Context: an optimization exercise on an open-source flow, tuned for small area. The choices shown serve that exercise and are no tape-out recipe. Only simulation tests tie the RTL to the original design; equivalence was not proved. Power and IR drop assume default switching activity.

## config.mk

```make
export PLATFORM = sky130hd
export DESIGN_NAME = io_dma
export DESIGN_NICKNAME = io_dma
export VERILOG_FILES = /design/flow/design.v
export SDC_FILE = /design/flow/constraint.sdc
export NUM_CORES = 4
export LEC_CHECK = 0
export CAP_MARGIN = 20
export CORE_MARGIN = 2
export CORE_UTILIZATION = 75
export SLEW_MARGIN = 20
```

## constraint.sdc

```tcl
create_clock -name core_clock -period 6.0 [get_ports {clk}]
set_input_delay 1.2000 -clock core_clock [delete_from_list [all_inputs] [get_ports {clk}]]
set_output_delay 1.2000 -clock core_clock [all_outputs]
set_load 0.01 [all_outputs]
```

## design.v

```verilog
`timescale 1ns/1ps
`default_nettype none
module io_dma (
   input  wire         clk,
   input  wire         rst,
   input  wire [15:0]  cpu0_instr,
   input  wire         cpu0_mon,
   input  wire         cpu0_vld,
   input  wire [23:0]  cpu0_aj,
   input  wire [23:0]  cpu0_ak,
   output wire [23:0]  cpu0_ai,
   input  wire [15:0]  cpu1_instr,
   input  wire         cpu1_mon,
   input  wire         cpu1_vld,
   input  wire [23:0]  cpu1_aj,
   input  wire [23:0]  cpu1_ak,
   output wire [23:0]  cpu1_ai,
   input  wire [15:0]  in0_data,
   input  wire [15:0]  in1_data,
   input  wire [1:0]   in_vld,
   output wire [1:0]   in_rdy,
   output wire [15:0]  out0_data,
   output wire [15:0]  out1_data,
   output wire [1:0]   out_vld,
   input  wire [1:0]   out_rdy,
   output wire         mem_req,
   output wire         mem_wr,
   output wire [21:0]  mem_addr,
   output wire [63:0]  mem_wdata,
   input  wire         mem_ack,
   input  wire [63:0]  mem_rdata
);
   wire c0_ok  = (cpu0_aj[23:2] == 22'd2);    
   wire c1_ok  = (cpu1_aj[23:2] == 22'd2);
   wire c0_v   = cpu0_vld & cpu0_mon;
   wire c1_v   = cpu1_vld & cpu1_mon;
   wire c0_wca = c0_v & (cpu0_instr[15:6] == 10'o0010);
   wire c0_wcl = c0_v & (cpu0_instr[15:6] == 10'o0011);
   wire c0_rd  = c0_v & (cpu0_instr[15:9] == 7'o033);
   wire c1_wca = c1_v & (cpu1_instr[15:6] == 10'o0010);
   wire c1_wcl = c1_v & (cpu1_instr[15:6] == 10'o0011);
   wire c1_rd  = c1_v & (cpu1_instr[15:9] == 7'o033);
   wire c0_any = c0_wca | c0_wcl | c0_rd;    
   wire c0_int = (cpu0_instr[5:0] == 6'd0);
   wire c1_int = (cpu1_instr[5:0] == 6'd0);
   logic        r_wca, r_wcl, r_rd0, r_rd1, r_int;
   logic [3:0]  r_sel;    
   logic [21:0] r_val;
   always_ff @(posedge clk)
   begin
      if (rst)
      begin
         r_wca <= 1'b0;
         r_wcl <= 1'b0;
         r_rd0 <= 1'b0;
         r_rd1 <= 1'b0;
      end
      else
      begin
         r_wca <= c0_any ? (c0_wca & c0_ok) : (c1_wca & c1_ok);
         r_wcl <= c0_any ? (c0_wcl & c0_ok) : (c1_wcl & c1_ok);
         r_rd0 <= c0_rd;
         r_rd1 <= !c0_any & c1_rd;
      end
      r_int <= c0_any ? (c0_rd & c0_int) : (c1_rd & c1_int);
      r_sel <= c0_any ? ({3'd0, c0_ok & !(c0_rd & c0_int)} << cpu0_aj[1:0])
                      : ({3'd0, c1_ok & !(c1_rd & c1_int)} << cpu1_aj[1:0]);
      r_val <= c0_any ? cpu0_ak[21:0] : cpu1_ak[21:0];
   end
   logic [3:0]       active;
   logic [3:0]       intv;
   logic [3:0][21:0] ca;
   logic [3:0][21:0] cl;
   localparam logic [1:0] IDLE = 2'd0, FETCH = 2'd1, FORWARD = 2'd2;
   logic [1:0]  state;
   logic [1:0]  gnt;
   logic [21:0] addr;
   logic [63:0] data;
   logic [63:0] rx0_w, rx1_w, tx0_w, tx1_w;
   logic [1:0]  rx0_cnt, rx1_cnt;
   logic        rx0_full, rx1_full;
   wire         tx0_empty = !out_vld[0];
   wire         tx1_empty = !out_vld[1];
   wire [3:0] req = active & {tx1_empty, rx1_full, tx0_empty, rx0_full};
   wire       arb_any = |req;
   logic [1:0] grant;
   always_comb
   begin
      grant = 2'd0;
      for (int k = 4; k >= 1; k--)
         if (req[2'(gnt + 2'(k))])
            grant = 2'(gnt + 2'(k));
   end
   wire        idle    = (state == IDLE);
   wire        fetch   = (state == FETCH);
   wire        forward = (state == FORWARD);
   wire        is_in   = !gnt[0];
   wire        take    = idle & arb_any;
   wire        cpl     = forward & (!is_in | mem_ack);
   wire [1:0]  ca_idx  = idle ? grant : gnt;
   wire [21:0] ca_sel  = ca[ca_idx];
   wire [21:0] ca_inc  = ca_sel + 22'd1;
   wire        cpl_hit = cpl & active[gnt];
   wire        cpl_done = cpl_hit & (ca_inc == cl[gnt]);
   wire        any_int = |intv;
   logic [1:0] int_idx;
   always_comb
   begin
      int_idx = 2'd0;
      for (int i = 3; i >= 0; i--)
         if (intv[i])
            int_idx = 2'(i);
   end
   wire       rd_any  = r_rd0 | r_rd1;
   wire [3:0] int_clr = (rd_any & r_int & any_int) ? (4'd1 << int_idx) : 4'd0;
   wire [3:0] int_set = cpl_done ? (4'd1 << gnt) : 4'd0;
   logic [21:0] cl_r, ca_r;    
   always_comb
   begin
      cl_r = '0;
      ca_r = '0;
      for (int i = 0; i < 4; i++)
      begin
         cl_r = cl_r | ({22{r_sel[i]}} & cl[i]);
         ca_r = ca_r | ({22{r_sel[i]}} & ca[i]);
      end
   end
   wire       wr_act  = (r_val != cl_r);
   always_ff @(posedge clk)
   begin
      if (rst)
      begin
         active <= '0;
         intv   <= '0;
         ca     <= '0;
         cl     <= '0;
      end
      else
      begin
         intv <= (intv & ~int_clr) | int_set;
         if (cpl_hit)
         begin
            ca[gnt] <= ca_inc;
            if (cpl_done)
               active[gnt] <= 1'b0;
         end
         for (int i = 0; i < 4; i++)
         begin
            if (r_wca && r_sel[i])
            begin
               ca[i]     <= r_val;
               active[i] <= wr_act;
            end
            if (r_wcl && r_sel[i])
               cl[i] <= r_val;
         end
      end
   end
   logic [23:0] ai0, ai1;
   wire  [21:0] rd_res = ca_r | {18'd0, r_int & any_int, 1'b0, {2{r_int}} & int_idx};
   always_ff @(posedge clk)
   begin
      if (rst)
      begin
         ai0 <= '0;
         ai1 <= '0;
      end
      else
      begin
         if (r_rd0)
            ai0 <= {2'b00, rd_res};
         if (r_rd1)
            ai1 <= {2'b00, rd_res};
      end
   end
   assign cpu0_ai = ai0;
   assign cpu1_ai = ai1;
   always_ff @(posedge clk)
   begin
      if (rst)
      begin
         state <= IDLE;
         gnt   <= 2'd3;    
      end
      else
      begin
         case (state)
            IDLE:
               if (arb_any)
               begin
                  gnt   <= grant;
                  state <= FETCH;
               end
            FETCH:
               if (is_in || mem_ack)
                  state <= FORWARD;
            FORWARD:
               if (cpl)
                  state <= IDLE;
            default:
               state <= IDLE;
         endcase
      end
   end
   always_ff @(posedge clk)
   begin
      if (take)
         addr <= ca_sel;
   end
   always_ff @(posedge clk)
      data <= ({64{rx0_rd}} & rx0_w) | ({64{rx1_rd}} & rx1_w) | ({64{!(rx0_rd | rx1_rd)}} & data);
   assign mem_req   = (fetch & !is_in) | (forward & is_in);
   assign mem_wr    = forward & is_in;
   assign mem_addr  = addr;
   assign mem_wdata = data;
   wire rx0_take = in_vld[0] & !rx0_full;
   wire rx1_take = in_vld[1] & !rx1_full;
   wire rx0_rd   = fetch & is_in & !gnt[1];
   wire rx1_rd   = fetch & is_in &  gnt[1];
   assign in_rdy = {!rx1_full, !rx0_full};
   always_ff @(posedge clk)
   begin
      if (rst)
      begin
         rx0_cnt  <= '0;
         rx1_cnt  <= '0;
         rx0_full <= 1'b0;
         rx1_full <= 1'b0;
      end
      else
      begin
         if (rx0_rd)
            rx0_full <= 1'b0;
         if (rx0_take)
         begin
            rx0_cnt <= rx0_cnt + 2'd1;
            if (rx0_cnt == 2'd3)
               rx0_full <= 1'b1;
         end
         if (rx1_rd)
            rx1_full <= 1'b0;
         if (rx1_take)
         begin
            rx1_cnt <= rx1_cnt + 2'd1;
            if (rx1_cnt == 2'd3)
               rx1_full <= 1'b1;
         end
      end
   end
   always_ff @(posedge clk)
   begin
      if (rx0_take)
         rx0_w <= {rx0_w[47:0], in0_data};
      if (rx1_take)
         rx1_w <= {rx1_w[47:0], in1_data};
   end
   wire tx_ld  = fetch & !is_in & mem_ack;
   wire tx0_wr = forward & !is_in & !gnt[1];
   wire tx1_wr = forward & !is_in &  gnt[1];
   logic [3:0] tx0_pos, tx1_pos;
   assign out_vld = {|tx1_pos, |tx0_pos};
   wire tx0_sent = out_vld[0] & out_rdy[0];
   wire tx1_sent = out_vld[1] & out_rdy[1];
   always_ff @(posedge clk)
   begin
      if (rst)
      begin
         tx0_pos <= '0;
         tx1_pos <= '0;
      end
      else
      begin
         if (tx0_wr)
            tx0_pos <= 4'b0001;
         else if (tx0_sent)
            tx0_pos <= {tx0_pos[2:0], 1'b0};
         if (tx1_wr)
            tx1_pos <= 4'b0001;
         else if (tx1_sent)
            tx1_pos <= {tx1_pos[2:0], 1'b0};
      end
   end
   always_ff @(posedge clk)
   begin
      if (tx_ld && !gnt[1])
         tx0_w <= mem_rdata;
      if (tx_ld && gnt[1])
         tx1_w <= mem_rdata;
   end
   assign out0_data = ({16{tx0_pos[0]}} & tx0_w[63:48]) | ({16{tx0_pos[1]}} & tx0_w[47:32])
                    | ({16{tx0_pos[2]}} & tx0_w[31:16]) | ({16{tx0_pos[3]}} & tx0_w[15:0]);
   assign out1_data = ({16{tx1_pos[0]}} & tx1_w[63:48]) | ({16{tx1_pos[1]}} & tx1_w[47:32])
                    | ({16{tx1_pos[2]}} & tx1_w[31:16]) | ({16{tx1_pos[3]}} & tx1_w[15:0]);
endmodule
`default_nettype wire
```

## flow/run.sh

```bash
#!/bin/bash
# Own layout flow: the standard synthesis, then a re-mapping of its combinational logic
# (flip-flop instances kept as they are), then the standard ORFS steps with small port buffers
# and a lighter clock tree. Each tool's output goes to a log file in this folder.
set -euo pipefail
W=$PWD
R=$W/orfs/results/$FLOW_PLATFORM/io_dma/base
LIB=$FLOW_HOME/platforms/sky130hd/lib/sky130_fd_sc_hd__tt_025C_1v80.lib
ABC_SCRIPT=$W/flow/resyn.abc
LAYOUT_VARS=(
  "BUFFER_PORTS_ARGS=-buffer_cell sky130_fd_sc_hd__buf_1"
  "CTS_ARGS=-sink_clustering_enable -repair_clock_nets -dont_use_dummy_load -buf_list {sky130_fd_sc_hd__clkbuf_4 sky130_fd_sc_hd__clkbuf_8} -sink_clustering_size 20 -sink_clustering_max_diameter 50"
)

# 1. Standard synthesis, unchanged
bash standard.sh synth > $W/1_standard_synth.log 2>&1
cp $R/1_2_yosys.v $W/std_1_2_yosys.v

# 2. Re-map the combinational cells; flip-flops and tie cells stay as black boxes
# The standard synthesis's own dont_use list, as its ABC call was given it
DONT_USE=$(grep -o -- "-dont_use [^ ]*" $W/orfs/logs/$FLOW_PLATFORM/io_dma/base/1_2_yosys.log | sort -u | tr '\n' ' ')
SEQ=$(grep -o 'sky130_fd_sc_hd__[a-z0-9_]*' $W/std_1_2_yosys.v | sort -u | grep -E '__(dfxtp|dfrtp|dfstp|dfbbp|dfrbp|dfsbp|dfxbp|edfxtp|edfxbp|sdf|sedf|dl|conb)' | tr '\n' ' ')
cat > $W/resyn.ys <<EOT
read_liberty -ignore_miss_func $LIB
blackbox $SEQ
read_verilog $W/std_1_2_yosys.v
hierarchy -top $FLOW_TOP
flatten
opt_clean
techmap
opt -fast
abc -script $ABC_SCRIPT -liberty $LIB $DONT_USE -D 6000
read_liberty -lib -overwrite $LIB
opt_clean -purge
hilomap -singleton -hicell sky130_fd_sc_hd__conb_1 HI -locell sky130_fd_sc_hd__conb_1 LO
insbuf -buf sky130_fd_sc_hd__buf_4 A X
opt_clean -purge
rename -hide w:*.*
check -assert -mapped
stat -liberty $LIB
write_verilog -noattr -nohex -nodec $W/resyn_1_2_yosys.v
EOT
ok=0
if yosys -s $W/resyn.ys > $W/2_resyn.log 2>&1; then
  # Keep the result only if its flip-flops are exactly the standard synthesis's
  regs() { grep -E "^\s*sky130_fd_sc_hd__[a-z0-9_]+ " "$1" | grep -E "$(echo $SEQ | tr ' ' '|' | sed 's/|$//')" | grep -v conb | sed 's/  *(\s*$//;s/^ *//' | sort; }
  regs $W/std_1_2_yosys.v > $W/regs_std.txt
  regs $W/resyn_1_2_yosys.v > $W/regs_resyn.txt
  if [ -s $W/regs_std.txt ] && cmp -s $W/regs_std.txt $W/regs_resyn.txt; then ok=1; fi
fi
echo "resynthesis used: $ok" | tee $W/resyn_used.txt
if [ $ok = 1 ]; then
  cp $W/resyn_1_2_yosys.v $R/1_2_yosys.v
  rm -f $R/1_synth.odb $R/1_synth.sdc
fi

# 3. Layout
bash standard.sh "${LAYOUT_VARS[@]}" finish > $W/3_layout.log 2>&1
```

## flow/resyn.abc

```
strash
&get -n
&fraig -x
&put
scorr
dc2
strash
&get -n
&deepsyn -T 60
&dch -f
&nf -R 1000
&put
```

## standard.sh

```bash
#!/bin/bash
# synth_recipe.tcl (not shown) runs the flow's synth.tcl, then flattens the netlist and writes it again
# the make line also repeats each setting of config.mk as NAME=value (left out here)
make -C /OpenROAD-flow-scripts/flow DESIGN_CONFIG=/design/flow/config.mk WORK_HOME=/design/flow/orfs CLKGATE_MAP_FILE= SYNTH_SCRIPT=/design/flow/synth_recipe.tcl "${@:-finish}"
```

==> results by group, run 1 <==
Die
  • I/O pins: 407
  • Core area: 31470 µm²
  • Die X: 182.4 µm
  • Die area: 33280 µm²
  • Site row count: 65
  • Starting Density: 75.85%
  • Die H: 182.4 µm

Detailed routing
  • Drt via density: 6.899
  • Antenna-violating nets left: 0
  • 1st-pass router iterations: 9
  • Drt wl/cell: 25.48 µm
  • Via Count: 19300
  • Routed wire length: 71300 µm
  • Drt drc: 0
  • DRT iter0 DRCs: 2911

STA
  • Final Skew: 78.64 ps
  • Setup-failing EPs final: 0
  • Post-route minimum period: 5650 ps
  • Final worst path period share: 94.17%
  • FMAX: 0.1770 GHz
  • Worst-Margin Slew: 1241 ps
  • Final Max Slew Viols: 0
  • Final Hold Viols: 0
  • Slew headroom: 16.97%

Finish
  • Layout area overhead: 10.47%
  • Final instance area: 26370 µm²
  • Reg area: 15170 µm²
  • Leading cell type in the layout, fill and taps excluded: buf_1
  • Multi-input logic area: 7760 µm²
  • Share of layout cells above drive strength 1: 7.299%
  • Layout net count: 2621
  • Util after Layout: 83.79%
  • Most frequent cells in the layout: 397 x buf_1, 341 x dfxtp_1, 297 x nand2_1
  • # fillers: 1722

Pwr
  • Worst VDD drop: 0.2204 mV
  • Combinational power share: 2.5%
  • Sw Ratio: 21.24%
  • Share of total power in sequential cells: 68.9%
  • Static Leakage: 9.500 nW
  • Pwr dens: 248.9 nW/µm²
  • Clock share of power: 28.6%
  • Int Power: 5.171 mW
  • Sw power: 1.394 mW

Worst setup path
  • Slowest-stage cell, CP: dfxtp_1
  • Crit-path max cell delay: 330 ps
  • Max FO, Critical Path: 5
  • Critical Path End Type: flop
  • WP data arrival: 6090 ps
  • Setup Crit Path Kind: flop to flop
  • Crit start category: flop
  • Worst endpoint required time: 6440 ps

CTS
  • H-Tree Depth: 2
  • Clock Latency Late Sink: 630 ps
  • CTS root buffer: clkbuf_8
  • Clock Path Buffers: 3
  • CTS tree: yes
  • Number of buffers created by CTS: 43
  • Sink Count: 619
  • Clock Pin Slew Worst Setup and Hold Paths: 120 ps

Placement
  • GPL Wtd Cong: 0.9939
  • Dpl hpwl: 47600 µm
  • Post-DP Area: 25640 µm²
  • PortBufs: 398

Worst hold path
  • Worst hold path type: flop to flop

GRT
  • Pin count of the biggest net entering global routing: 67
  • Total gr overflow: 0
  • First-pass GRT wire length: 105100 µm
  • GRT Total Usage: 41.49%
  • Vias in the first global route: 18750
  • Initial antenna violation count: 14

Synth
  • Synth Instances: 1998
  • Yosys Warn Count: 1
  • Post-Syn Area: 23870 µm²
  • Syn avg cell area: 11.95 µm²

Flow run
  • Max Cap Viol: 0

Status
  • Outcome: no timing/DRC/antenna violations
sequential cells by signal, summed over array words and instances, names as in the netlist, 22 cells and up:
name	flops
addr	22
ai0	22
rx0_w	64
ca	88
r_val	22
ai1	22
rx1_w	64
tx0_w	64
cl	88
tx1_w	64
data	64
what timing repair did:
item	CTS	global route
resized for setup	2	15
endpoints found under the setup margin	4	14
hold buffers	0	0
pin swaps	0	9
setup buffers	0	1
worst paths after layout:
check        slack [ps]         to  cells past startpoint       start
max                 350  active[1]                     32  tx1_pos[3]
min                 420   data[56]                      2   rx1_w[56]
max reg2reg         350  active[1]                     32  tx1_pos[3]
min reg2reg         420   data[56]                      2   rx1_w[56]
routing by layer:
layer | wire length, µm | GRT usage [%] | part of all wire (%)
met1 | 23980 | 51.00 | 34
met2 | 33640 | 67.37 | 47
met3 | 8837 | 9.479 | 12
met4 | 4829 | 25.42 | 6.8
met5 | 13 | 0 | 0.018
worst max-delay path: cells and delay by family, from the launching register on:
family                 cells  cell delay, ps
buffers and inverters      3             450
flip-flops                 1             330
AND/OR/NAND/NOR           22            3650
AO/OA/AOI/OAI              5             640
XOR/XNOR                   2             440
power by group through the flow:
| stage | Clock [mW] | Sequential, mW | Combinational [mW] |
|---|---|---|---|
| CTS | 1.86 | 4.52 | 0.159 |
| global route | 2.00 | 4.53 | 0.176 |
| finish | 1.88 | 4.52 | 0.167 |
| floorplan | 0 | 4.60 | 0.0573 |
| detailed placement | 0 | 4.62 | 0.159 |
| global placement | 0 | 4.61 | 0.151 |
per-stage QoR:
| step | hold WS [ps] | setup TNS [ps] | power [mW] | setup WS [ps] | std cells |
|---|---|---|---|---|---|
| final | 424.1 | 0 | 6.565 | 349.9 | 2798 |
| after global routing | 450.0 | -21.54 | 6.704 | -21.54 | 2797 |
| after CTS | 430.7 | 0 | 6.536 | 1.324 | 2784 |
| after detailed placement | 432.3 | -4.005 | 4.775 | -4.005 | 2741 |
| after global placement | 410.5 | 0 | 4.760 | 179.6 | 2741 |
| after floorplan | 408.1 | 0 | 4.655 | 15.58 | 2001 |
layout make-up:
type / count / share of cell area (%)
sequential: 619 / 57.54
tap: 402 / 1.907
clock buffer: 43 / 2.244
antenna: 12 / 0.1139
timing repair buffer: 488 / 8.340
inverter: 29 / 0.4317
multi-input combinational: 1205 / 29.42
==> run 2, diff against run 1 <==
--- a/flow/run.sh
+++ b/flow/run.sh
@@ -10,5 +10,5 @@
 LAYOUT_VARS=(
   "BUFFER_PORTS_ARGS=-buffer_cell sky130_fd_sc_hd__buf_1"
-  "CTS_ARGS=-sink_clustering_enable -repair_clock_nets -dont_use_dummy_load -buf_list {sky130_fd_sc_hd__clkbuf_4 sky130_fd_sc_hd__clkbuf_8} -sink_clustering_size 20 -sink_clustering_max_diameter 50"
+  "CTS_ARGS=-sink_clustering_enable -repair_clock_nets -dont_use_dummy_load -buf_list {sky130_fd_sc_hd__clkbuf_4 sky130_fd_sc_hd__clkbuf_8} -sink_clustering_size 18 -sink_clustering_max_diameter 45"
 )
 
==> run 2 against run 1 <==
- register-to-register slack improved by 60 ps
- via count rose by 0.66%
- global-route usage is 0.18 points higher
- still clean on timing, DRC and antenna
- fmax increased by 1.0%
- combinational power hardly changed
- first-iteration DRC count increased by 11%
- sequential share of layout area is 0.20 points lower
- highest routed layer is now met4
- sequential power hardly changed
- count of clock-buffer cells in the layout is 6 higher
- clock skew rose by 6.9 ps
==> results by group, run 2 <==
STA
  • Worst-Margin Slew: 1267 ps
  • PnR worst setup slack: 408.2 ps
  • FMAX: 0.1788 GHz
  • Final Max Slew Viols: 0
  • Slew headroom: 15.26%
  • Final Hold Viols: 0
  • Setup-failing EPs final: 0
  • Final worst path period share: 93.20%
  • Final Skew: 85.51 ps
  • Post-route minimum period: 5592 ps

Pwr
  • Static Leakage: 9.550 nW
  • Worst VDD drop: 0.2422 mV
  • Pwr dens: 252.3 nW/µm²
  • Power Total: 6.676 mW

Placement
  • Post-DP Area: 25640 µm²
  • Dpl hpwl: 47600 µm
  • PortBufs: 398
  • Pre-CTS setup slack: -4.005 ps
  • GPL Wtd Cong: 0.9939

Finish
  • Layout area overhead: 10.84%
  • Largest registers: ca (88), cl (88)
  • # fillers: 1717
  • Layout net count: 2628
  • Leading cell type in the layout, fill and taps excluded: buf_1
  • Most frequent cells in the layout: 397 x buf_1, 341 x dfxtp_1, 297 x nand2_1
  • Share of layout cells above drive strength 1: 7.570%
  • Final instance area: 26460 µm²

Worst setup path
  • Worst endpoint required time: 6440 ps
  • Crit-path max cell delay: 330 ps
  • WP data arrival: 6030 ps
  • Setup Crit Path Kind: flop to flop
  • Slowest-stage cell, CP: dfxtp_1
  • Crit start category: flop
  • Max FO, Critical Path: 5
  • Critical Path End Type: flop

Die
  • Site row count: 65
  • Core area: 31470 µm²
  • Die H: 182.4 µm
  • Starting Density: 75.85%
  • Die area: 33280 µm²
  • I/O pins: 407
  • Die X: 182.4 µm

Status
  • Outcome: no timing/DRC/antenna violations

CTS
  • CTS root buffer: clkbuf_8
  • CTS tree: yes
  • Number of buffers created by CTS: 49
  • Clock Latency Late Sink: 650 ps
  • Sink Count: 619
  • H-Tree Depth: 2
  • Clock Pin Slew Worst Setup and Hold Paths: 110 ps
  • Hold Buf Count CTS: 0
  • Clock Path Buffers: 3

Detailed routing
  • Drt via density: 6.930
  • Drt wl/cell: 25.54 µm
  • Drt drc: 0
  • Via Count: 19430
  • Antenna-violating nets left: 0
  • DRT iter0 DRCs: 3226
  • Routed wire length: 71610 µm
  • 1st-pass router iterations: 11

GRT
  • GRT Total Usage: 41.68%
  • Pin count of the biggest net entering global routing: 67
  • Initial antenna violation count: 13
  • Total gr overflow: 0
  • Vias in the first global route: 18720
  • First-pass GRT wire length: 105200 µm

Worst hold path
  • Worst hold path type: flop to flop

Synth
  • Synth Instances: 1998
  • Post-Syn Area: 23870 µm²
  • Syn avg cell area: 11.95 µm²
  • Yosys Warn Count: 1

Flow run
  • Max Cap Viol: 0
run 2: metrics by stage:
step	hold slack (ps)	util, %	std cells	TNS, ps
finish	420.4	84.08	2804	0
floorplan	408.1	-	2001	0
global placement	410.5	81.47	2741	0
detailed placement	432.3	81.47	2741	-4.005
CTS	424.4	83.66	2790	0
global route	438.5	84.08	2804	-23.75
run 2: area by class of cell:
cell class              count  area [µm²]  area share, %
flip-flops and latches    619       15170          57.34
multi-input cells        1205        7755          29.30
repair buffers            489        2215          8.369
clock buffers              49       674.4          2.548
well taps                 402       503.0          1.901
inverters                  29       113.9         0.4303
diodes                     11       27.53         0.1040
run 2: what timing repair did:
item | 4_1_cts | 5_1_grt
hold endpoints to repair | 0 | 0
setup endpoints to repair | 4 | 15
buffers inserted | 0 | 1
pin swaps | 0 | 9
resized for setup | 2 | 15
run 2: path summary, 6_finish.rpt:
path | slack (ps) | start | end | cells past startpoint
min | 420 | rx1_w[19] | rx1_w[35] | 0
max reg2reg | 410 | tx1_pos[3] | active[1] | 32
max | 410 | tx1_pos[3] | active[1] | 32
min reg2reg | 420 | rx1_w[19] | rx1_w[35] | 0
run 2: metal layers:
layer / share of wire [%] / routed length, µm / GRT usage, %
met1: 34 / 24170 / 51.56
met2: 48 / 34130 / 68.03
met3: 12 / 8826 / 9.020
met4: 6.3 / 4493 / 24.81
met5: 0 / 0 / 0
run 2: where the power goes:
group / switching [mW] / total, mW / internal, mW
clock: 1.26 / 1.99 / 0.730
sequential: 0.0556 / 4.52 / 4.47
combinational: 0.109 / 0.168 / 0.0585
total: 1.42 / 6.68 / 5.26
run 2: worst max-delay path: cells and delay by family, from the launching register on:
family	cells	cell delay [ps]
AND/OR/NAND/NOR	22	3590
AO/OA/AOI/OAI	5	620
XOR/XNOR	2	440
buffers and inverters	3	440
flip-flops	1	330

[what the ideal ports hide]
In the flow no input, the clock included, has a driving cell. The finished layouts below were timed again as built, in two steps.
Step 1 sets driving cells, clkbuf_16 on the clock port and buf_2 on the other inputs (assumed; they add their load-dependent delay and slew).
Step 2 moves the port delays by t, midway between the first and last clock arrival at a register: inputs arrive t later, outputs are due t later. That takes back most of the time a late clock gives input paths.
Three values: ideal, step 1, step 2; two values: the first two.
| run | t (ns) | setup WS [ns] | slew at the worst register clock pin (ns) |
|---|---|---|---|
| run 1 | 0.637 | 0.350 / 0.350 / 0.350 | 0.12 / 0.12 |
| run 2 | 0.659 | 0.408 / 0.408 / 0.408 | 0.11 / 0.11 |
After both steps every run listed still meets setup and hold.
